This is an optimization exercise on Yosys and OpenROAD, whose aim is small area and few clock cycles per item, not a production implementation. RTL that was checked went through simulation tests only; none was proved equivalent to the original. For runs 2 and 3, only the layout was checked, not whether the RTL still works.

==> flow/design.v (outline; a module is shown in full before it is edited, if it fits) <==
// module barrel_math_pipe: 2085 lines
// module bmp_fa: 4 lines
// module bmp_ha: 4 lines
// module bmp_hn: 4 lines
module barrel_math_pipe #(
  parameter int H_RES   = 1080,
  parameter int V_RES   = 960,
  parameter int COORD_W = 12,
  parameter int FRAC_W  = 3,
  parameter int K_SHIFT = 24
) (
  input  logic               clk,
  input  logic               reset,
  input  logic               gen_en,
  input  logic [1:0]         mode,
  input  logic [15:0]        k_coef,
  output logic [31:0]        tIn_tdata,
  output logic               tIn_tvalid,
  input  logic               tIn_tready,
  input  logic [31:0]        tOut_tdata,
  input  logic               tOut_tvalid,
  output logic               tOut_tready,
  output logic [31:0]        rCin_tdata,
  output logic [15:0]        rPin_tdata,
  output logic               rCin_tvalid,
  output logic               rPin_tvalid,
  input  logic               rCin_tready,
  input  logic               rPin_tready,
  input  logic [31:0]        rOut_tdata,
  input  logic               rOut_tvalid,
  output logic               rOut_tready,
  output logic [COORD_W-1:0] xOut,
  output logic [COORD_W-1:0] yOut,
  output logic               addr_vld,
  input  logic               mem_ready,
  output logic               clipped,
  output logic               frame_done
);
  // ...
==> flow/run.sh <==
#!/bin/bash
# synth_recipe.tcl (not shown) runs the flow's synth.tcl, then flattens the netlist and writes it again
# the make line also repeats each setting of config.mk as NAME=value (left out here)
make -C /OpenROAD-flow-scripts/flow DESIGN_CONFIG=/design/flow/config.mk WORK_HOME=/design/flow/orfs CLKGATE_MAP_FILE= SYNTH_SCRIPT=/design/flow/synth_recipe.tcl finish
==> flow/config.mk <==
export PLATFORM = sky130hd
export DESIGN_NAME = barrel_math_pipe
export DESIGN_NICKNAME = barrel_math_pipe
export VERILOG_FILES = /design/flow/design.v
export SDC_FILE = /design/flow/constraint.sdc
export NUM_CORES = 4
export LEC_CHECK = 0
export CAP_MARGIN = 20
export CORE_MARGIN = 2
export CORE_UTILIZATION = 40
export SLEW_MARGIN = 20
export SYNTH_HIERARCHICAL = 1
export SYNTH_MINIMUM_KEEP_SIZE = 0
==> flow/constraint.sdc <==
create_clock -name core_clock -period 9.0 [get_ports {clk}]
set_input_delay 1.8000 -clock core_clock [delete_from_list [all_inputs] [get_ports {clk}]]
set_output_delay 1.8000 -clock core_clock [all_outputs]
set_load 0.01 [all_outputs]
==> results.cfg, run 1 <==
[global_route]
grt_pass1_wl_mm = 123
grt_max_degree = 67

[hold_path]
min_path_type = reg -> reg
hold_path_depth = 0

[critical_path]
path_cells = nand2_1, fa_1, fa_1, fa_1, fa_1, fa_1, fa_1, ha_1, a21o_1, a21o_1, a21oi_2, o21ai_0, a21o_1, nand2_1, o41ai_2, o41ai_2, fa_1, nand2b_1, clkdlybuf4s50_1
cpMaxStageDelayCell = fa_1
worstReg2RegEnd = scb[13]
crit_fanout = 6

[cts]
cts-resized-gates = 1

[synthesis]
ys_warn_count = 7
synth_simple_gate_area_share_pct = 15.1
netlist_top_cells_count = nand2_1, fa_1, inv_1

[run_status]
status = finished clean

[drt]
wl_met3_mm = 6.16
wire_per_inst_um = 19.5
dr.pass1.iters = 5
wl_mm = 77.1

[timing]
worst_slack_ns = 0.306
setup_violations = 0

[final_layout]
largest_register_ffs = 30
clock_area_share_pct = 1.91
final_cell_mix = nand2_1, fa_1, inv_1, clkdlybuf4s50_1, buf_4
nets = 3934

[floorplan]
die_width_um = 272
io_pins = 203

[place]
gp_congestion = 0.883
Testbench counts, summed over its fixed seeds: cycles 16,016, items 16,000.
==> module bmp_hn, before the edit <==
module bmp_hn (input logic a, input logic b, output logic s, output logic co);
  assign s  = a ^ b;
  assign co = ~(a | b);
endmodule
==> inputs of run 2 (changes only) <==
--- a/flow/design.v
+++ b/flow/design.v
@@ -61,18 +61,19 @@
   logic        en;
   logic        va, vb;
   logic [15:0] ra, pha, ka, rb, phb;
   logic [1:0]  ma;
   logic [31:2] sqa;
   logic [14:0] scb;
   logic [31:0] sq_n, sq;
   logic [47:0] prod;
-  logic [14:0] d, sc_n;
-  logic [15:0] add;
+  logic [14:0] sc_n;
+  logic [13:0] x, negx;
+  logic        big;
   logic [30:0] p;
   logic [16:0] q;
   assign en          = ~vb | (rCin_tready & rPin_tready);
   assign tOut_tready = en;
   logic sqt_0, sqt_1, sqt_2, sqt_3, sqt_4, sqt_5, sqt_6, sqt_7, sqt_8, sqt_9, sqt_10, sqt_11, sqt_12, sqt_13, sqt_14, sqt_15;
   logic sqt_16, sqt_17, sqt_18, sqt_19, sqt_20, sqt_21, sqt_22, sqt_23, sqt_24, sqt_25, sqt_26, sqt_27, sqt_28, sqt_29, sqt_30, sqt_31;
   logic sqt_32, sqt_33, sqt_34, sqt_35, sqt_36, sqt_37, sqt_38, sqt_39, sqt_40, sqt_41, sqt_42, sqt_43, sqt_44, sqt_45, sqt_46, sqt_47;
   logic sqt_48, sqt_49, sqt_50, sqt_51, sqt_52, sqt_53, sqt_54, sqt_55, sqt_56, sqt_57, sqt_58, sqt_59, sqt_60, sqt_61, sqt_62, sqt_63;
@@ -1474,21 +1475,22 @@
   assign pkt_sn[42] = pkt_pp[42] ^ pkt_bg64;
   assign pkt_sn[43] = pkt_pp[43] ^ pkt_bg86;
   assign pkt_sn[44] = pkt_pp[44] ^ pkt_bg54;
   assign pkt_sn[45] = pkt_pp[45] ^ pkt_bg87;
   assign pkt_sn[46] = pkt_pp[46] ^ pkt_bg65;
   assign pkt_sn[47] = pkt_pp[47] ^ pkt_bg88;
   assign prod = ~pkt_sn;
   always_comb begin
-    d    = (prod[47:39] != 9'd0) ? 15'h7FFF : prod[38:24];
-    add  = 16'd16384 + {1'b0, d};
+    big = |prod[47:38];
+    x   = prod[37:24];
+    for (int i = 0; i < 14; i++) negx[i] = x[i] ^ (i > 0 && (x & ((14'd1 << i) - 14'd1)) != 14'd0);
     case (ma)
-      2'd1:    sc_n = add[15] ? 15'h7FFF : add[14:0];
-      2'd2:    sc_n = d[14] ? 15'd0 : 15'd16384 - d;
+      2'd1:    sc_n = big ? 15'h7FFF : {1'b1, x};
+      2'd2:    sc_n = big ? 15'd0 : {x == 14'd0, negx};
       default: sc_n = 15'd16384;
     endcase
   end
   always_ff @(posedge clk) begin
     if (reset) begin
       va <= 1'b0;
       vb <= 1'b0;
     end else if (en) begin
@@ -2087,11 +2089,17 @@
   assign s  = a ^ b ^ c;
   assign co = (a & b) | (a & c) | (b & c);
 endmodule
 module bmp_ha (input logic a, input logic b, output logic s, output logic co);
   assign s  = a ^ b;
   assign co = a & b;
 endmodule
 module bmp_hn (input logic a, input logic b, output logic s, output logic co);
-  assign s  = a ^ b;
-  assign co = ~(a | b);
+  bmp_xor2 u_s (.a(a), .b(b), .y(s));
+  bmp_nor2 u_c (.a(a), .b(b), .y(co));
+endmodule
+module bmp_xor2 (input logic a, input logic b, output logic y);
+  assign y = a ^ b;
+endmodule
+module bmp_nor2 (input logic a, input logic b, output logic y);
+  assign y = ~(a | b);
 endmodule
==> flow/flow/run.sh (new file) <==
#!/bin/bash
# Standard layout with smaller port buffers and a clock tree of smaller buffers, without
# dummy loads. Each ORFS step keeps its own log under orfs/logs/; make's output goes to
# flow_make.log.
set -euo pipefail
bash standard.sh \
  'BUFFER_PORTS_ARGS=-buffer_cell sky130_fd_sc_hd__buf_1' \
  'CTS_ARGS=-sink_clustering_enable -repair_clock_nets -dont_use_dummy_load -buf_list {sky130_fd_sc_hd__clkbuf_4 sky130_fd_sc_hd__clkbuf_8}' \
  finish > flow_make.log 2>&1
==> flow/standard.sh (new file) <==
#!/bin/bash
# synth_recipe.tcl (not shown) runs the flow's synth.tcl, then flattens the netlist and writes it again
# the make line also repeats each setting of config.mk as NAME=value (left out here)
make -C /OpenROAD-flow-scripts/flow DESIGN_CONFIG=/design/flow/config.mk WORK_HOME=/design/flow/orfs CLKGATE_MAP_FILE= SYNTH_SCRIPT=/design/flow/synth_recipe.tcl "${@:-finish}"
removed: flow/run.sh
==> results.cfg, run 2 <==
[timing]
min_period_ns = 8.65
max_freq_ghz = 0.116
worst_slack_ns = 0.353
slew_violations = 0
rsz0062_at_grt = false
slew_headroom_pct = 29.4
fin_crit_sh_pct = 96.1
tightestPinTransition_ns = 1.06
finalHoldViolations = 0
setup_violations = 0
skew_ns = 0.0438
fin_setup_tns_ns = 0

[cts]
cts.sinks = 175
cts_tree = yes
cts_setup_buffers = 0
cts_buffers = 17
cts_buffer_depth = 2
clk_pin_slew_worst_paths_ns = 0.07
clock_latency_ns = 0.55
cts-resized-gates = 0
htree_levels = 4
root_buffer = clkbuf_8
postCtsHoldBufs = 0

[global_route]
first_global_vias = 22800
gr-usage-all-layers_pct = 21.0
gr-total-overflow = 0
antenna_found_initial = 1
grt_pass1_wl_mm = 122
grt_max_degree = 70

[final_layout]
area_growth_pct = 6.90
nets = 3771
num_antenna_cells = 0
final.fill_count = 6755
largest_register_ffs = 30
seqCellArea_um2 = 4990
regMostFlops = sqa
multi_input_area_um2 = 22100
final_common_cell = nand2_1
drive_gt1_share_pct = 4.81
fin_area_um2 = 30500
fin_cells = 3811
final_cell_mix = nand2_1, fa_1, buf_1, inv_1, edfxtp_1

[hold_path]
hold_start = ra[10]
min_path_type = reg -> reg

[drt]
wire_per_inst_um = 19.4
first_iter_violations = 1433
dr.pass1.iters = 6
drc = 0
wl_mm = 74.1
vias = 20300
ant_nets = 0
via_per_inst = 5.34

[floorplan]
die_width_um = 271
num_rows = 97
design.die.area_um2 = 73500
fp.coreArea_um2 = 70400
die_h_um = 271
io_pins = 203
start_util_pct = 40.5

[critical_path]
critPathRequiredTime_ns = 7.20
crit_type = reg -> out
crit_fanout = 9
cpMaxStageDelayCell = edfxtp_1
r2r_start = sqa[11]
crit_arrival_ns = 6.85
path_delay_family = adder cells
cp-end-kind = output port
cpPeakStageDelay_ns = 0.62
startpoint = rb[3]
crit_path_frequent_cell = fa_1
path_cells = nand2_1, fa_1, fa_1, fa_1, fa_1, fa_1, fa_1, ha_1, a21o_1, a21o_1, a21oi_1, o21a_1, o31ai_2, a21boi_2, inv_1, a21o_1, a21oi_1, fa_1, or3_1, buf_1
start_kind = flip-flop
critPathBufInv = 2

[flow_run]
drv_cap = 0

[synthesis]
synthCells = 2777
netlist_area_um2 = 28500
ys_warn_count = 7
synth_top_area_share_pct = 48.8
yosysTopAreaCell = fa_1
synth_cell_types = 62
synth_ff_type = edfxtp_1
syn_area_per_cell_um2 = 10.3
ys_ff_latch = 175
netlist_top_cells_count = nand2_1, fa_1, clkbuf_1
yosysMostFrequentCell = nand2_1
seq_area_frac_synth_pct = 17.5
synthTopCellsByArea = fa_1, edfxtp_1, nand2_1, ha_1, xor2_1
synth_edf_count = 149
async_flop_share_pct = 0

[place]
placed_cells = 3794
postPlaceCellArea_um2 = 30300
numPortBuffers = 171
gp_congestion = 0.872
dp_slack_ns = 0.576
dp_hpwl_mm = 58.6

[run_status]
status = finished clean
==> run 2: cell types whose count changed in the layout (fill, tap and decap cells not counted), sizes merged, moves of 39 or more <==
cell / previous run / this run
clkdlybuf4s50: 171 / 0
buf: 170 / 273
inv: 263 / 164
nor2: 50 / 95
xor2: 33 / 77
ha: 150 / 111
==> run 2: cell families after synthesis <==
group	synth area share (%)
flops	17.5
fa+ha+maj	53.7
mux	0.0702
buf+inv	5.52
simple gates	15.9
other cells	0.0131
xor+xnor	3.25
compound gates	4.08
==> run 2: through the flow <==
step                      util (%)  hold WS (ns)
final                         43.3         0.410
after global routing          43.3         0.412
after detailed placement      43.0         0.405
after floorplan                  -         0.400
after global placement        43.0         0.401
after CTS                     43.3         0.407
==> run 2: worst paths after layout <==
path	end	slack, ns	cells after the start
min reg2reg	rb[10]	0.41	0
min	rb[10]	0.41	0
max	rCin_tdata[12]	0.35	20
max reg2reg	scb[10]	0.57	26
==> run 2: final cells by class <==
class,count,share of cell area [%]
clock buffers,17,0.767
flip-flops and latches,175,16.4
inverters,164,2.02
multi-input cells,2242,72.3
repair buffers,273,4.66
well taps,940,3.86
==> run 2: layer usage <==
metal	routed length, µm	global-route usage (%)	part of all wire (%)
met1	29800	27.7	40
met2	37100	35.7	50
met3	5530	3.67	7.5
met4	1630	6.02	2.2
met5	12	0	0.016
==> run 2: modules after synthesis (local to each module, per instance), a selection <==
module | copies in the design | cells | area, µm² | flip-flops and latches
bmp_nor2 | 42 | 1 | 3.75 | 0
bmp_xor2 | 42 | 1 | 8.76 | 0
bmp_fa | 663 | 1 | 20.0 | 0
barrel_math_pipe | 1 | 2030 | 14700 | 175
==> run 2: worst register-to-register path, stage by stage, from the launching register on <==
cell and delay [ns]:
edfxtp_1 0.78, nand2_1 0.19, fa_1 0.50, fa_1 0.54, fa_1 0.46, fa_1 0.41
fa_1 0.54, fa_1 0.46, ha_1 0.35, nand4_1 0.22, nor2_1 0.09, a211oi_1 0.42
o211ai_2 0.22, o211ai_1 0.33, nand3_2 0.21, a31oi_4 0.29, o21bai_1 0.09, a21o_1 0.19
fa_1 0.48, and4b_1 0.18, nand3_1 0.09, or3_1 0.57, inv_1 0.14, nand2_1 0.13
o21ai_0 0.16, nand2_1 0.07, a21oi_1 0.18
==> inputs of run 3 (changes only) <==
--- a/flow/config.mk
+++ b/flow/config.mk
@@ -8,6 +8,7 @@
 export CAP_MARGIN = 20
 export CORE_MARGIN = 2
 export CORE_UTILIZATION = 40
+export GPL_TIMING_DRIVEN = 0
 export SLEW_MARGIN = 20
 export SYNTH_HIERARCHICAL = 1
 export SYNTH_MINIMUM_KEEP_SIZE = 0
==> results.cfg, run 3 <==
[final_layout]
regMostFlops = sqa
drive_gt1_share_pct = 6.08
area_growth_pct = 9.24
nets = 3909
final_cell_mix = nand2_1, fa_1, buf_1, inv_1, edfxtp_1
final_common_cell = nand2_1
fin_cells = 3949
final_core_util_pct = 44.3
num_antenna_cells = 0
largest_register_ffs = 30

[run_status]
status = finished clean

[synthesis]
synth_top_area_share_pct = 48.8
async_flop_share_pct = 0
ys_warn_count = 7
ys_ff_latch = 175
netlist_top_cells_count = nand2_1, fa_1, clkbuf_1
synthTopCellsByArea = fa_1, edfxtp_1, nand2_1, ha_1, xor2_1
synth_cell_types = 62
synth_top_family_by_area = adder cells
synth_ff_type = edfxtp_1
yosys.area_share.adder_pct = 53.7
synth_compound_area_share_pct = 4.08
synth_edf_count = 149
yosysTopAreaCell = fa_1
synth_simple_gate_area_share_pct = 15.9
synth_mux_area_share_pct = 0.0702
yosysMostFrequentCell = nand2_1
synthCells = 2777
syn_area_per_cell_um2 = 10.3
synthXorXnorAreaFrac_pct = 3.25
netlist_area_um2 = 28500
seq_area_frac_synth_pct = 17.5

[cts]
cts_buffers = 17
cts_tree = yes
cts_buffer_depth = 2
cts.sinks = 175
root_buffer = clkbuf_8
clock_latency_ns = 0.56
htree_levels = 4
clk_pin_slew_worst_paths_ns = 0.08

[global_route]
grt_pass1_wl_mm = 122
gr-usage-all-layers_pct = 21.5
grt_max_degree = 57
gr-total-overflow = 0
antenna_found_initial = 2
first_global_vias = 22300

[drt]
dr.pass1.iters = 5
wl_mm = 76.1
wl_met2_mm = 36.9
wire_per_inst_um = 19.3
drt-met1-wl_mm = 31.6
first_iter_violations = 1395
vias = 20500
wl_met3_mm = 5.39
routed.top_layer = met5
ant_nets = 0
via_per_inst = 5.19
drc = 0

[timing]
min_period_ns = 8.66
tightestPinTransition_ns = 0.953
finalHoldViolations = 0
setup_violations = 0
fin_crit_sh_pct = 96.2
slew_headroom_pct = 36.5
max_freq_ghz = 0.115
worst_slack_ns = 0.340
skew_ns = 0.0556
slew_violations = 0

[place]
dp_slack_ns = -1.04
dp_hpwl_mm = 61.7
numPortBuffers = 171
placed_cells = 3914
gp_congestion = 0.921

[floorplan]
io_pins = 203
start_util_pct = 40.5
fp.coreArea_um2 = 70400
die_width_um = 271
design.die.area_um2 = 73500
num_rows = 97
die_h_um = 271

[critical_path]
crit_path_frequent_cell = fa_1
cpPeakStageDelay_ns = 0.50
critPathRequiredTime_ns = 9.37
cpMaxStageDelayCell = fa_1
cp-end-kind = flip-flop
crit_type = reg -> reg
start_kind = flip-flop
crit_fanout = 10
crit_arrival_ns = 9.03

[flow_run]
drv_cap = 0

[hold_path]
min_path_type = reg -> reg
## run 3: repair_timing
action / in CTS / in global routing
pin swaps: 0 / 4
setup buffers: 6 / 41
gates resized for setup: 50 / 45
setup endpoints to repair: 18 / 17
hold buffers: 0 / 0
## run 3: stage by stage
step,area (µm²),setup TNS [ns],hold slack (ns)
floorplan,28600,0,0.400
CTS,30800,0,0.403
global placement,30400,-12.88,0.401
finish,31200,0,0.403
detailed placement,30500,-12.21,0.405
global route,31200,-0.0603,0.407
## run 3: worst paths after layout
path / startpoint / endpoint / slack (ns) / cells after the start
worst min-delay path: ra[6] / rb[6] / 0.40 / 0
worst max-delay path: sqa[4] / scb[11] / 0.34 / 29
worst max register to register: sqa[4] / scb[11] / 0.34 / 29
worst min register to register: ra[6] / rb[6] / 0.40 / 0
## run 3: final cells by class
class	count	area (µm²)
Buffer	191	943
Clock buffer	17	234
Fill cell	6868	39200
Inverter	164	616
Multi-Input combinational cell	2242	22100
Sequential cell	175	4990
Tap cell	940	1180
Timing Repair Buffer	220	1110
## run 3: cell families after synthesis
| group | Yosys count |
|---|---|
| flip-flops | 175 |
| AND/OR/NAND/NOR | 1125 |
| other | 1 |
| adder cells (fa/ha/maj) | 807 |
| XOR/XNOR | 106 |
| AO/OA/AOI/OAI | 177 |
| buffers and inverters | 384 |
| multiplexers | 2 |
## run 3: critical path: cells and delay by family (launching register included)
family,cells,cell delay [ns]
compound gates,7,1.55
flops,1,0.41
simple gates,9,1.61
fa+ha+maj,8,3.57
buf+inv,5,1.36
## run 3: per-module statistics from Yosys, one instance, submodules excluded, excerpt
module / cells / flip-flops and latches / copies in the design
barrel_math_pipe: 2030 / 175 / 1
bmp_fa: 1 / 0 / 663
bmp_nor2: 1 / 0 / 42
bmp_xor2: 1 / 0 / 42
## run 3: metal layers
layer / up-vias / GRT usage, %
li1: 9046 / -
met1: 10600 / 28.2
met2: 746 / 35.5
met3: 121 / 4.54
met4: 2 / 7.14
met5: - / 0

[port drivers added, routing unchanged]
The results above use ideal ports. As a check the final layouts listed here were re-extracted and re-timed, cells and wires unchanged. Step 1: set_driving_cell puts a clkbuf_16 on clk and a buf_2 on each other input, an assumption about the parent block. Step 2 also shifts input and output timing later by t, the mid clock arrival at the registers, as if the neighbouring blocks saw the same clock. a / b / c = ideal / step 1 / step 2; a / b = the first two.
run | t, ns | setup WS [ns] | worst register clock-pin slew, ns | worst data-port slew with drivers (ns) | cell pins on the clock port's net
run 1 | 0.542 | 0.306 / 0.253 / 0.315 | 0.09 / 0.09 | 0.07 | 1
run 2 | 0.584 | 0.353 / 0.300 / 0.565 | 0.11 / 0.11 | 0.12 | 1
run 3 | 0.585 | 0.340 / 0.340 / 0.340 | 0.12 / 0.12 | 0.09 | 1
After both steps setup and hold are still met in every run listed.
